What follows belongs to an exercise in optimizing a design on an open flow for small area, a short achievable clock period and few clock cycles per item; a production flow would make more cautious choices.
Function was checked by simulation only, so behaviour that the tests miss may differ from the original.
Power and IR drop assume default switching activity.

Setup of build 31:
// dual_median_obstacle_detector_unit
module dual_median_obstacle_detector_unit #(
  parameter int WINDOW = 7
) (
  input  logic                               clk,
  input  logic                               rst_n,
  input  logic                               in_valid,
  output logic                               in_stall,
  input  logic [31:0]                        in_data,
  output logic                               out_valid,
  input  logic                               out_stall,
  output logic [29:0]                        out_data,
  input  logic                               cfg_we,
  input  logic [1:0]                         cfg_index,
  input  logic [dmod_pkg::VAL_W-1:0]         cfg_wdata
);
  dmod_pkg::dmod_in_t in_s;
  assign in_s = in_data;
  localparam int CNT_W = $clog2(WINDOW + 1);
  logic [VAL_W-1:0] accept_min_r, accept_max_r, stop_dist_r;
  logic [RC_W-1:0]  ready_count_r;
  always_ff @(posedge clk) begin
    if (!rst_n) begin
      accept_min_r  <= ACCEPT_MIN_RST;
      accept_max_r  <= ACCEPT_MAX_RST;
      stop_dist_r   <= STOP_DIST_RST;
      ready_count_r <= READY_COUNT_RST;
    end else if (cfg_we) begin
      unique case (cfg_index)
        CFG_ACCEPT_MIN:  accept_min_r  <= cfg_wdata;
        CFG_ACCEPT_MAX:  accept_max_r  <= cfg_wdata;
        CFG_STOP_DIST:   stop_dist_r   <= cfg_wdata;
        CFG_READY_COUNT: ready_count_r <= cfg_wdata[RC_W-1:0];
        default:         accept_min_r  <= accept_min_r;
      endcase
    end
  end
  logic             in_stall_r;
  logic             a_valid_r;
  logic             in_accept;
  logic             pend_r;       
  logic             skid_valid_r;
  logic             out_valid_r;
  logic             obstacle_r;   
  logic             go, apply, capture, head_free;
  logic             a_valid_nxt, pend_nxt, skid_valid_nxt, out_valid_nxt;
  assign in_accept = in_valid && !in_stall_r;
  assign go        = !pend_r || !skid_valid_r;
  assign apply     = a_valid_r && go;
  assign capture   = pend_r && !skid_valid_r;
  assign head_free = !out_valid_r || !out_stall;
  always_comb begin
    a_valid_nxt    = in_accept || (a_valid_r && !go);
    pend_nxt       = apply || (pend_r && skid_valid_r);
    skid_valid_nxt = (skid_valid_r || capture) && !head_free;
  ...
Size in the first run: roughly 0.022 mm² of cells after synthesis.
clock: 8.0 ns
lec_check: 0
cap_margin: 20
core_margin: 2
core_utilization: 55
cts_buf_list: sky130_fd_sc_hd__clkbuf_8
cts_cluster_diameter: 60
cts_cluster_size: 14
setup_slack_margin: 5
slew_margin: 20
synth_hierarchical: 1
run.sh (not shown) runs the stock make flow with config.mk's settings and CLKGATE_MAP_FILE= SYNTH_SCRIPT=/design/flow/synth_recipe.tcl, a recipe that flattens the netlist after the stock synthesis.
Testbench counts of build 31, summed over its fixed seeds: cycles 16,024, items 16,000.
Inputs modified between build 31 and build 7:
Settings: swapping 55 for 40 in CORE_UTILIZATION.
Results
Result for build 31 and build 7: all clean
Any difference in area of the multi-input gates between build 31 and build 7 is small enough to ignore.
Relative to build 31, iteration count of the initial detailed-routing pass has increased by 1 in build 7.
Build 7 vs. build 31: clock share of power up 1.0 points, non-clock buffer count picked up an extra 24, multi-input gate share of total cell area down 0.77 points, power increased about 1.5%, final standard cell count with taps included and fillers excluded up 7.8%.
The highest-delay cell along the critical path comes out sky130_fd_sc_hd__dfxtp_2 in one run and sky130_fd_sc_hd__clkdlybuf4s15_2 in the other, namely in build 7 and build 31 respectively.
The inputs of build 57 differ from those of build 7 as listed below.
Settings: CORE_UTILIZATION: 40 -> 70; TNS_END_PERCENT: unset -> 50.
--- outcome ---
Against build 7, area of the core in build 57 came out better. Comparing build 7 with build 57, the clock buffer and inverter area fraction after layout came out essentially unchanged. Build 57 — worst hold slack 0.0036 ns lower, build 7 as reference. Taking build 7 as the reference, in build 57 routed wire length lower; maximum fanout along the worst path lower.

* * *

Starting RTL as in the previous note.
// dual_median_obstacle_detector_unit
module dual_median_obstacle_detector_unit #(
  parameter int WINDOW = 7
) (
  input  logic                               clk,
  input  logic                               rst_n,
  input  logic                               in_valid,
  output logic                               in_stall,
  input  logic [31:0]                        in_data,
  output logic                               out_valid,
  input  logic                               out_stall,
  output logic [29:0]                        out_data,
  input  logic                               cfg_we,
  input  logic [1:0]                         cfg_index,
  input  logic [dmod_pkg::VAL_W-1:0]         cfg_wdata
);
  dmod_pkg::dmod_in_t in_s;
  assign in_s = in_data;
  localparam int CNT_W = $clog2(WINDOW + 1);
  logic [VAL_W-1:0] accept_min_r, accept_max_r, stop_dist_r;
  logic [RC_W-1:0]  ready_count_r;
  always_ff @(posedge clk) begin
    if (!rst_n) begin
      accept_min_r  <= ACCEPT_MIN_RST;
      accept_max_r  <= ACCEPT_MAX_RST;
      stop_dist_r   <= STOP_DIST_RST;
      ready_count_r <= READY_COUNT_RST;
    end else if (cfg_we) begin
      unique case (cfg_index)
        CFG_ACCEPT_MIN:  accept_min_r  <= cfg_wdata;
        CFG_ACCEPT_MAX:  accept_max_r  <= cfg_wdata;
        CFG_STOP_DIST:   stop_dist_r   <= cfg_wdata;
        CFG_READY_COUNT: ready_count_r <= cfg_wdata[RC_W-1:0];
        default:         accept_min_r  <= accept_min_r;
      endcase
    end
  end
  logic             in_stall_r;
  logic             a_valid_r;
  logic             in_accept;
  logic             pend_r;       
  logic             skid_valid_r;
  logic             out_valid_r;
  ...
clock: 8.0 ns
lec_check: 0
cap_margin: 10
core_margin: 2
core_utilization: 55
cts_buf_list: sky130_fd_sc_hd__clkbuf_8
cts_cluster_diameter: 60
cts_cluster_size: 14
setup_slack_margin: 5
slew_margin: 10
synth_hierarchical: 1
The baseline completed with no timing, DRC or antenna violations.
Testbench counts at the start, summed over its fixed seeds: cycles 16,024, items 16,000.
==> next run, changes <==
==> flow/flow/run.sh (new file) <==
#!/bin/bash
# The standard layout with the port buffers made from buf_2 cells instead of
# the default delay buffers. make's output goes to standard.log; each step's
# tool log is under orfs/logs/.
set -euo pipefail
bash standard.sh "BUFFER_PORTS_ARGS=-buffer_cell sky130_fd_sc_hd__buf_2" finish > standard.log 2>&1
==> flow/standard.sh (new file) <==
#!/bin/bash
# synth_recipe.tcl (not shown) runs the flow's synth.tcl, then flattens the netlist and writes it again
# the make line also repeats each setting of config.mk as NAME=value (left out here)
make -C /OpenROAD-flow-scripts/flow DESIGN_CONFIG=/design/flow/config.mk WORK_HOME=/design/flow/orfs CLKGATE_MAP_FILE= SYNTH_SCRIPT=/design/flow/synth_recipe.tcl "${@:-finish}"
Settings changed: CAP_MARGIN 10 to 20, SLEW_MARGIN 10 to 20.
removed: flow/run.sh
The new run completed with no timing, DRC or antenna violations.
Synthesized cell count does not change.
Clock skew barely changes.
Non-clock buffer count went down by 35.
Flip-flop and latch count does not change.
Via count fell by 1.9%.
Hold slack improved by 0.017 ns.
Design area is lower by 3.5%.
Utilization goes down by 2.2 points.
Wire length decreases by 2.7%.
Power barely changes.
==> next run, changes <==
==> flow/flow/run.sh (replaced) <==
#!/bin/bash
# The standard layout with the port buffers made from buf_2 cells instead of
# the default delay buffers, and timing repair aimed 5.4 ns below the clock
# period. make's output goes to standard.log; each step's tool log is under
# orfs/logs/.
set -euo pipefail
bash standard.sh "BUFFER_PORTS_ARGS=-buffer_cell sky130_fd_sc_hd__buf_2" SETUP_SLACK_MARGIN=5.4 finish > standard.log 2>&1
Settings changed: SETUP_SLACK_MARGIN 5 to unset.
The changed run ran to the end with no violations.
Synthesized cell count stays the same.
Core utilization grows by 2.0 points.
Cell count came out higher by 1.0%.
Wire length increases by 0.76%.
Worst hold slack stays flat.
Total power decreases by 0.86%.
Design area rose by 3.3%.
Non-clock buffer count grows by 24.
Flip-flop and latch count is unchanged.

[re-timing with driven ports]
The flow's constraints put no driver on any port. The routed layouts listed below were extracted and timed again, unchanged, in two steps.
Step 1 sets driving cells, clkbuf_16 on the clock port and buf_2 on the other inputs (assumed; they add their load-dependent delay and slew).
Step 2 moves the port delays by t, midway between the first and last clock arrival at a register: inputs arrive t later, outputs are due t later. That takes back most of the time a late clock gives input paths.
a / b / c = ideal / step 1 / step 2; a / b = the first two.
run	t, ns	setup WS [ns]	worst setup path at the end	worst data-port slew with drivers (ns)
build 31	0.669	5.070 / 5.027 / 4.422	input to register	0.04
build 7	0.677	5.078 / 5.024 / 4.442	input to register	0.06
build 57	0.617	4.975 / 4.925 / 4.408	input to register	0.05
the first run of note 2	0.676	4.975 / 4.999 / 4.323	input to register	0.04
the second run of note 2	0.689	5.007 / 4.956 / 4.437	input to register	0.03
the third run of note 2	0.665	5.077 / 5.024 / 4.699	input to register	0.15
After both steps every run listed still meets setup and hold. For the first run of note 2, which loses most, drivers alone change the setup slack by +0.024 ns; drivers and shift together by -0.652 ns.
